This is an optimization exercise on Yosys and OpenROAD, whose aim is small area, a short achievable clock period and few clock cycles per item, not a production implementation.
Function was checked by simulation only, so behaviour that the tests miss may differ from the original.
Power and IR drop assume default switching activity.

==> flow/design.v <==
module sobel_stream_filter #(
  parameter int IMG_W = 224,
  parameter int IMG_H = 224,
  parameter int PIX_W = 8,
  parameter int SHIFT = 3
) (
  input  logic             fclk,
  input  logic             rst_n,
  input  logic             in_valid,
  output logic             in_ready,
  input  logic [PIX_W-1:0] in_pixel,
  input  logic             in_sof,
  output logic             out_valid,
  input  logic             out_ready,
  output logic [PIX_W-1:0] out_pixel,
  output logic             out_last,
  input  logic [1:0]       mode,
  input  logic [PIX_W+2:0] threshold
);
  localparam int CW   = (IMG_W > 1) ? $clog2(IMG_W) : 1;
  localparam int RW   = (IMG_H > 1) ? $clog2(IMG_H) : 1;
  localparam int NTAP = 4;                   
  localparam int TSP  = IMG_W / NTAP;        
  localparam int FW   = $clog2(TSP);         
  localparam int TW   = $clog2(NTAP);        
  localparam int SW   = 2 * PIX_W;           
  localparam int XW   = PIX_W + 2;           
  localparam int YW   = PIX_W + 1;           
  localparam int GW   = PIX_W + 3;           
  localparam int AW   = PIX_W + 2;           
  localparam int MW   = PIX_W + 3;           
  localparam int TH   = PIX_W + 3;           
  localparam int IQN  = 2;                   
  localparam int IW   = PIX_W + 3;           
  localparam int QN   = 4;                   
  localparam int KW = 12;
  function automatic logic [KW-1:0] ksadd(input logic [KW-1:0] a, input logic [KW-1:0] b,
                                          input logic cin);
    logic [KW-1:0] g, p, gn, pn;
    g    = a & b;
    p    = a ^ b;
    g[0] = g[0] | (p[0] & cin);
    for (int d = 1; d < KW; d = d * 2) begin
      gn = g;
      pn = p;
      for (int i = d; i < KW; i++) begin
        gn[i] = g[i] | (p[i] & g[i - d]);
        pn[i] = p[i] & p[i - d];
      end
      g = gn;
      p = pn;
    end
    ksadd = (a ^ b) ^ {g[KW-2:0], cin};
  endfunction
  logic           in_ready_q;
  logic [IQN-1:0] iv;                        
  logic [IW-1:0]  id [0:IQN-1];
  logic [IW-1:0]  inw;
  logic           acc, go;
  assign in_ready   = ir_port;
  assign in_ready_q = !nir_q;
  assign acc      = in_valid && in_ready_q && rst_n;
  assign inw      = {mode, in_sof, in_pixel};
  always_ff @(posedge fclk) begin
    if (!rst_n) begin
      iv <= '0;
    end else begin
      for (int i = 0; i < IQN; i++) begin
        if (go) begin
          if (i + 1 < IQN && iv[i + 1]) iv[i] <= 1'b1;
          else if (acc && iv[i])        iv[i] <= 1'b1;
          else                          iv[i] <= 1'b0;
        end else begin
          if (acc && !iv[i] && (i == 0 || iv[i - 1])) iv[i] <= 1'b1;
        end
      end
    end
  end
  always_ff @(posedge fclk) begin
    for (int i = 0; i < IQN; i++) begin
      if (go) begin
        if (i + 1 < IQN && iv[i + 1]) id[i] <= id[i + 1];
        else if (iv[i])               id[i] <= inw;
      end else begin
        if (!iv[i] && (i == 0 || iv[i - 1])) id[i] <= inw;
      end
    end
  end
  logic ir_nx, ir_port, nir_q;
  always_comb begin
    if (!rst_n)  ir_nx = 1'b1;
    else if (go) ir_nx = !(in_ready_q && iv[IQN - 1]);
    else         ir_nx = in_ready_q ? !iv[IQN - 2] : !iv[IQN - 1];
  end
  always_ff @(posedge fclk) begin
    nir_q   <= !ir_nx;
    ir_port <= ir_nx;
  end
  logic [PIX_W-1:0] hpix;
  logic             hsof;
  logic [1:0]       hmode;
  assign {hmode, hsof, hpix} = id[0];
  logic [CW-1:0] col_q, col_cur, col_nx;
  logic [RW-1:0] row_q, row_cur, row_nx;
  logic          c00_q, cge2_q, cend_q, rge2_q, rend_q, r00_q;
  logic          at00, emit, last_pix, room;
  logic [1:0]    mode_q;
  assign at00     = hsof || (c00_q && r00_q);
  assign emit     = !hsof && rge2_q && cge2_q;
  assign last_pix = !hsof && rend_q && cend_q;
  assign col_cur  = hsof ? '0 : col_q;
  assign row_cur  = hsof ? '0 : row_q;
  assign col_nx   = (!hsof && cend_q) ? '0 : col_cur + CW'(1);
  assign row_nx   = (!hsof && cend_q) ? (rend_q ? '0 : row_q + RW'(1)) : row_cur;
  always_ff @(posedge fclk) begin
    if (!rst_n) begin
      col_q  <= '0;
      row_q  <= '0;
      c00_q  <= 1'b1;
      r00_q  <= 1'b1;
      cge2_q <= 1'b0;
      rge2_q <= 1'b0;
      cend_q <= 1'b0;
      rend_q <= 1'b0;
      mode_q <= '0;
    end else if (go) begin
      if (hsof) mode_q <= hmode;
      col_q  <= col_nx;
      row_q  <= row_nx;
      c00_q  <= col_nx == '0;
      r00_q  <= row_nx == '0;
      cge2_q <= col_nx >= CW'(2);
      rge2_q <= row_nx >= RW'(2);
      cend_q <= col_nx == CW'(IMG_W - 1);
      rend_q <= row_nx == RW'(IMG_H - 1);
    end
  end
  logic [FW-1:0]   ef_q;                     
  logic [TW-1:0]   et_q;                     
  logic            ez_q;                     
  logic [NTAP-1:0] tsel;
  assign go = iv[0] && room && (at00 || ez_q);
  always_ff @(posedge fclk) begin
    if (!rst_n) begin
      ef_q <= '0;
      et_q <= '0;
      ez_q <= 1'b1;
    end else if (go) begin
      if (at00) begin
        ef_q <= '0;
        et_q <= '0;
        ez_q <= 1'b1;
      end
    end else begin
      if (ef_q == FW'(TSP - 1)) begin
        ef_q <= '0;
        et_q <= et_q + TW'(1);
      end else begin
        ef_q <= ef_q + FW'(1);
      end
      ez_q <= ef_q == FW'(TSP - 1);
    end
  end
  always_comb begin
    tsel = '0;
    if (at00) tsel[0] = 1'b1;
    else      tsel[et_q] = 1'b1;
  end
  logic [SW-1:0]    ring [0:IMG_W-1];
  logic [SW-1:0]    rd;
  logic [PIX_W-1:0] pa, pb, pc;              
  always_comb begin
    rd = '0;
    for (int j = 0; j < NTAP; j++) rd = rd | (ring[j * TSP] & {SW{et_q == TW'(j)}});
  end
  assign pa = rd[PIX_W-1:0];
  assign pb = rd[SW-1:PIX_W];
  assign pc = hpix;
  always_ff @(posedge fclk) begin
    for (int k = 0; k < IMG_W; k++) begin
      if (k % TSP == 1 % TSP && go && tsel[k / TSP])
        ring[k] <= {hpix, ring[k - 1][SW-1:PIX_W]};
      else
        ring[k] <= ring[(k + IMG_W - 1) % IMG_W];
    end
  end
  logic        [XW-1:0] x0, x1, x2, xs, xc, xb;
  logic signed [YW-1:0] y0, y1, y2;
  assign xb = XW'(pb) << 1;
  assign xs = XW'(pa) ^ xb ^ XW'(pc);
  assign xc = ((XW'(pa) & xb) | (XW'(pa) & XW'(pc)) | (xb & XW'(pc))) << 1;
  always_ff @(posedge fclk) begin
    if (go) begin
      x0 <= XW'(ksadd(KW'(xs), KW'(xc), 1'b0));
      y0 <= YW'(ksadd(KW'(pc), KW'(~{1'b0, pa}), 1'b1));
      x1 <= x0;
      x2 <= x1;
      y1 <= y0;
      y2 <= y1;
    end
  end
  logic       vA, lastA, vB, lastB;
  logic [1:0] modeA, modeB;
  always_ff @(posedge fclk) begin
    if (!rst_n) begin
      vA <= 1'b0;
      vB <= 1'b0;
    end else begin
      vA <= go && emit;
      vB <= vA;
    end
    lastA <= last_pix;
    modeA <= mode_q;
    lastB <= lastA;
    modeB <= modeA;
  end
  logic [GW-1:0] gx, ngx, gy, ys, yc, ya, yb, yd;
  logic [AW-1:0] axB, aycB;
  logic          syB;
  logic [KW-1:0] x0e, x2e;
  assign x0e = KW'(x0);
  assign x2e = KW'(x2);
  assign gx  = GW'(ksadd(x0e, ~x2e, 1'b1));
  assign ngx = GW'(ksadd(x2e, ~x0e, 1'b1));
  assign ya  = {{2{y0[YW-1]}}, y0};
  assign yb  = {y1[YW-1], y1, 1'b0};
  assign yd  = {{2{y2[YW-1]}}, y2};
  assign ys  = ya ^ yb ^ yd;
  assign yc  = ((ya & yb) | (ya & yd) | (yb & yd)) << 1;
  assign gy  = GW'(ksadd(KW'(ys), KW'(yc), 1'b0));
  always_ff @(posedge fclk) begin
    axB  <= gx[GW-1] ? ngx[AW-1:0] : gx[AW-1:0];
    aycB <= gy[AW-1:0] ^ {AW{gy[GW-1]}};
    syB  <= gy[GW-1];
  end
  logic [TH-1:0]    thr_q;
  logic [TH:0]      thn, cs, cc;
  logic [MW-1:0]    mag, ay, sel;
  logic [TH:0]      cmp;
  logic [PIX_W-1:0] res;
  always_ff @(posedge fclk) thr_q <= threshold;
  assign thn = ~{1'b0, thr_q};
  assign mag = MW'(ksadd(KW'(axB), KW'(aycB), syB));
  assign ay  = MW'(ksadd(KW'(aycB), '0, syB));
  assign cs  = (TH+1)'(axB) ^ (TH+1)'(aycB) ^ thn;
  assign cc  = {((TH+1)'(axB) & (TH+1)'(aycB)) | ((TH+1)'(axB) & thn) | ((TH+1)'(aycB) & thn), syB};
  assign cmp = (TH+1)'(ksadd(KW'(cs), KW'(cc[TH:0]), 1'b1));
  always_comb begin
    case (modeB)
      2'd2:    sel = MW'(axB);
      2'd3:    sel = ay;
      default: sel = mag;
    endcase
    if (modeB == 2'd1) res = {PIX_W{!cmp[TH]}};
    else               res = sel[SHIFT +: PIX_W];
  end
  logic [QN-1:0]  qv;                        
  logic [PIX_W:0] qd [0:QN-1];
  logic           pop;
  assign pop = qv[0] && out_ready;
  always_ff @(posedge fclk) begin
    if (!rst_n) begin
      qv <= '0;
    end else begin
      for (int i = 0; i < QN; i++) begin
        if (pop) begin
          if (i + 1 < QN && qv[i + 1]) qv[i] <= 1'b1;
          else if (vB && qv[i])        qv[i] <= 1'b1;
          else                         qv[i] <= 1'b0;
        end else begin
          if (vB && !qv[i] && (i == 0 || qv[i - 1])) qv[i] <= 1'b1;
        end
      end
    end
  end
  always_ff @(posedge fclk) begin
    for (int i = 0; i < QN; i++) begin
      if (pop) begin
        if (i + 1 < QN && qv[i + 1]) qd[i] <= qd[i + 1];
        else if (qv[i])              qd[i] <= {lastB, res};
      end else begin
        if (!qv[i] && (i == 0 || qv[i - 1])) qd[i] <= {lastB, res};
      end
    end
  end
  logic [PIX_W:0] oq, head_nx;
  always_comb begin
    if (pop) head_nx = (qv[1]) ? qd[1] : {lastB, res};
    else     head_nx = (qv[0]) ? qd[0] : {lastB, res};
  end
  always_ff @(posedge fclk) oq <= head_nx;
  logic ov;
  always_ff @(posedge fclk) ov <= rst_n && (vB || (pop ? qv[1] : qv[0]));
  assign out_valid = ov;
  assign out_pixel = oq[PIX_W-1:0];
  assign out_last  = oq[PIX_W];
  assign room = !qv[QN - 1 - (2'(vA) + 2'(vB))];
endmodule
export LEC_CHECK = 0
export ABC_CLOCK_PERIOD_IN_PS = 2000
export CAP_MARGIN = 20
export CORE_MARGIN = 2
export CORE_UTILIZATION = 60
export CTS_CLUSTER_DIAMETER = 100
export CTS_CLUSTER_SIZE = 30
export SETUP_SLACK_MARGIN = 5
export SLEW_MARGIN = 20
create_clock -name core_clock -period 10.0 [get_ports {fclk}]
standard.sh (not shown) runs the stock make flow with config.mk's settings and CLKGATE_MAP_FILE= SYNTH_SCRIPT=/design/flow/synth_recipe.tcl, a recipe that flattens the netlist after the stock synthesis.
==> flow/flow/run.sh <==
#!/bin/bash
set -euo pipefail
bash standard.sh finish SETUP_SLACK_MARGIN=7.2 > make_finish.log 2>&1
Testbench counts at the start, summed over its fixed seeds: cycles 401,428, pixels 394,272.
Next try:
--- a/flow/design.v
+++ b/flow/design.v
@@ -33,5 +33,5 @@
   localparam int IQN  = 2;                   
   localparam int IW   = PIX_W + 3;           
-  localparam int QN   = 4;                   
+  localparam int QN   = 3;                   
   localparam int KW = 12;
   function automatic logic [KW-1:0] ksadd(input logic [KW-1:0] a, input logic [KW-1:0] b,
@@ -295,4 +295,7 @@
   assign out_pixel = oq[PIX_W-1:0];
   assign out_last  = oq[PIX_W];
-  assign room = !qv[QN - 1 - (2'(vA) + 2'(vB))];
+  logic [1:0] inflight;
+  assign inflight = 2'(vA) + 2'(vB);
+  assign room     = pop ? (inflight == 2'd0 || !qv[QN - inflight])
+                        : !qv[QN - 1 - inflight];
 endmodule
What happened: Wire length went up by about 9%. Clock-buffer cell count fell by 3. Area after synthesis is about the same. Critical path depth stays the same. Setup slack degrades by 0.063 ns. Combinational power increases by about 4%. Clock skew went up by 0.0056 ns. Design area climbs by 1.8%.
Testbench counts after the change, summed over its fixed seeds: cycles 401,428, pixels 394,272.

## what the ideal ports hide
The results above use ideal ports. As a check the final layouts listed here were re-extracted and re-timed, cells and wires unchanged.
Step 1 (the two cells are an assumption about what drives the block):
set clk [get_ports {fclk}]
set_driving_cell -lib_cell sky130_fd_sc_hd__clkbuf_16 $clk
set_driving_cell -lib_cell sky130_fd_sc_hd__buf_2 [delete_from_list [all_inputs] $clk]
Step 2, shift: input delay + t, output delay - t, t = (earliest + latest rising clock arrival at the registers) / 2. This alone moves slack from input paths to output paths.
Three values: ideal, step 1, step 2; two values: the first two.
run	t (ns)	slack for setup (ns)	latest minus earliest clock arrival (ns)	worst register clock-pin slew, ns	worst data-port slew with drivers (ns)
the first run	0.849	6.765 / 6.693 / 6.429	0.037 / 0.037	0.12 / 0.12	0.14
the second run	0.858	6.703 / 6.630 / 5.939	0.040 / 0.040	0.12 / 0.12	0.06
After both steps every run listed still meets setup and hold. For the second run, which loses most, drivers alone change the setup slack by -0.073 ns; drivers and shift together by -0.764 ns.
